From an optimization exercise on the open Yosys and OpenROAD flow, aimed at small area; shortcuts taken in it are not production practice.
In this exercise RTL edits were held to simulation tests only and were not proved equivalent to the original.
Power is estimated from default activity; no workload was simulated.

## additive_layer_pixel_blend_unit
module additive_layer_pixel_blend_unit #(
  parameter int MAX_LAYERS = 4
) (
  input  logic                               clk,
  input  logic                               rst,
  input  logic                               start,
  output logic                               busy,
  input  logic [7:0]                         bg_red,
  input  logic [7:0]                         bg_green,
  input  logic [7:0]                         bg_blue,
  input  logic [7:0]                         layer0_level,
  input  logic [7:0]                         layer1_level,
  input  logic [7:0]                         layer2_level,
  input  logic [7:0]                         layer3_level,
  output logic                               done,
  output logic [7:0]                         out_red,
  output logic [7:0]                         out_green,
  output logic [7:0]                         out_blue,
  input  logic                               cfg_valid,
  output logic                               cfg_ready,
  input  logic [alpb_pkg::CFG_INDEX_W-1:0]   cfg_index,
  input  logic [alpb_pkg::CFG_DATA_W-1:0]    cfg_data
);
  logic [3:0]       en_n;      
  logic [3:0]       tint_ok;   
  logic [23:0]      tint [4];
  logic [3:0][7:0]  lvl;
  logic [23:0]      bg;
  logic             vld;
  logic [3:0][23:0] hi;
  logic [3:0][2:0]  cy;
  logic [3:0][23:0] hi_q;
  logic [3:0][2:0]  cy_q;
  logic [23:0]      bg_q;
  logic             vld_q;
  logic [23:0]      pix;
  assign busy      = 1'b0;
  assign cfg_ready = 1'b1;
  always_ff @(posedge clk) begin
    if (rst) begin
      en_n    <= '0;
      tint_ok <= '0;
    end else if (cfg_valid) begin
      if (cfg_index == 3'd0) begin
        en_n[0] <= cfg_data[2:0] > 3'd0;
        en_n[1] <= cfg_data[2:0] > 3'd1;
        en_n[2] <= cfg_data[2:0] > 3'd2;
        en_n[3] <= cfg_data[2:0] > 3'd3;
      end
      for (int k = 0; k < 4; k++)
        if (cfg_index == 3'(k + 1)) tint_ok[k] <= 1'b1;
    end
  end
  for (genvar k = 0; k < 4; k++) begin : g_tint
    always_ff @(posedge clk) begin
      if (cfg_valid && cfg_index == 3'(k + 1)) tint[k] <= cfg_data;
    end
  end
  logic [3:0][9:0] l3_q;
  ...
Size in the first run: roughly 26000 sq um of cells after synthesis.
Settings: LEC_CHECK=0, ABC_AREA=1, CAP_MARGIN=20, CORE_MARGIN=2, CORE_UTILIZATION=40, GPL_TIMING_DRIVEN=0, SLEW_MARGIN=20; clock period 5.5 ns.
standard.sh (not shown) runs the stock make flow with config.mk's settings and CLKGATE_MAP_FILE= SYNTH_SCRIPT=/design/flow/synth_recipe.tcl, a recipe that flattens the netlist after the stock synthesis.
==> flow/flow/run.sh <==
#!/bin/bash
# Own layout flow: the standard synthesis; then netlist passes that keep
# every register (cell, name and function) and change only the logic between
# them: faflip.py removes inverters around full adders (a full adder is
# self-dual), Yosys/ABC re-maps the remaining gates for area (full adders,
# half adders and registers are kept as they are), and faflip.py runs again;
# then the standard layout steps, with the port buffers given as buf_1.
# Each tool's output goes to a log file of its own in the work folder.
set -euo pipefail
cd "$(dirname "$0")/.."
R=orfs/results/${FLOW_PLATFORM}/additive_layer_pixel_blend_unit/base
LIB=${FLOW_HOME}/platforms/${FLOW_PLATFORM}/lib/sky130_fd_sc_hd__tt_025C_1v80.lib
YOSYS=${FLOW_HOME}/../tools/install/yosys/bin/yosys
EXTRA=()
if [[ -f flow/extra.mk ]]; then
  while IFS= read -r line; do [[ -n "$line" ]] && EXTRA+=("$line"); done < flow/extra.mk
fi
bash standard.sh "${EXTRA[@]}" synth > synth.log 2>&1
cp $R/1_2_yosys.v synth_netlist.v
python3 flow/faflip.py synth_netlist.v flip1.v > faflip1.log 2>&1
sed -e "s#@LIB@#$LIB#g" -e "s#@IN@#flip1.v#" -e "s#@OUT@#remap.v#" -e "s#@TOP@#${FLOW_TOP}#g" \
    -e "s#@SCRIPT@#flow/remap.abc#" -e "s#@DONTUSE@#$(cat flow/dontuse.txt)#" flow/remap.ys.in > remap.ys
$YOSYS -q -l remap.log remap.ys > remap.out 2>&1
python3 flow/faflip.py remap.v $R/1_2_yosys.v > faflip2.log 2>&1
rm -f $R/1_synth.odb $R/1_synth.sdc
bash standard.sh "${EXTRA[@]}" finish > layout.log 2>&1
==> flow/flow/remap.abc <==
strash
dch -f
amap
amap
topo
stime -c
Other scripts of this flow, unchanged in this note and not shown: flow/flow/dontuse.txt, flow/flow/extra.mk, flow/flow/faflip.py, flow/flow/remap.ys.in
Change:
==> flow/flow/remap.abc (replaced) <==
strash
dch
amap
topo
stime -c
Settings changed: GPL_TIMING_DRIVEN 0 to 1.
After rerunning:
- count of clock-buffer cells in the layout stays the same
- total power is about the same
- flip-flop and latch count is unchanged
- first-iteration DRC count shrinks by about 50%
- wire length grows by 3.0%
- die area grows by about 2%

---

Setup of the reference run:
additive_layer_pixel_blend_unit, a different RTL version from the one above (not shown whole).
Size in the first run: roughly 3900 cells after synthesis, ~320 flip-flops, about 110 I/O pins, about 0.032 mm^2 of cells after synthesis.
Settings: LEC_CHECK=0, ABC_AREA=1, CAP_MARGIN=20, CORE_MARGIN=2, CORE_UTILIZATION=40, SLEW_MARGIN=20; clock period 5.5 ns.
run.sh (not shown) runs the stock make flow with config.mk's settings and CLKGATE_MAP_FILE= SYNTH_SCRIPT=/design/flow/synth_recipe.tcl, a recipe that flattens the netlist after the stock synthesis.
Stock flow here: none of the scripts above is used.
No stage failed in the reference run, and the final checks on the layout all came back clean.
Input changes introduced in the trial run (baseline for comparison: the reference run):
Settings: GPL_TIMING_DRIVEN: unset -> 0.
Results
Between the reference run and the trial run, the difference in non-clock buffer area fraction after layout is negligible. Between the trial run and the reference run, the total DRC errors in the routed layout does not differ in any meaningful way. Summary: with the reference run as the reference, cell count in the trial run moved up slightly. Worst path setup slack after routing down 64 ps in the trial run wrt the reference run. The trial run has non-clock buffer count above what the reference run had. On highest cell delay on the worst timing path, the trial run tracks the reference run almost exactly. The number of fill cells in the layout on the trial run is in line with that on the reference run. In the trial run the clock share of power turned out 1.2 points lower than in the reference run. | power | the trial run vs the reference run | better |. Instance count on the critical path: higher on the trial run.

==> afterwards: timing with drivers on the ports <==
The flow's constraints put no driver on any port. The routed layouts listed below were extracted and timed again, unchanged, in two steps.
Step 1 (the two cells are an assumption about what drives the block):
set clk [get_ports {clk}]
set_driving_cell -lib_cell sky130_fd_sc_hd__clkbuf_16 $clk
set_driving_cell -lib_cell sky130_fd_sc_hd__buf_2 [delete_from_list [all_inputs] $clk]
Step 2 moves the port delays by t, midway between the first and last clock arrival at a register: inputs arrive t later, outputs are due t later. That takes back most of the time a late clock gives input paths.
Three values: ideal, step 1, step 2; two values: the first two.
run | t (ns) | setup slack, ns | worst setup path at the end | worst slew at a driven data input, ns | pins driven straight from the clock port
the first run of note 1 | 0.613 | 0.201 / 0.138 / 0.285 | register to register | 0.04 | 1
the second run of note 1 | 0.599 | 0.157 / 0.094 / 0.353 | register to register | 0.04 | 1
the reference run | 0.653 | 0.282 / 0.282 / 0.282 | register to register | 0.16 | 1
the trial run | 0.655 | 0.218 / 0.218 / 0.218 | register to register | 0.15 | 1
After both steps every run listed still meets setup and hold.
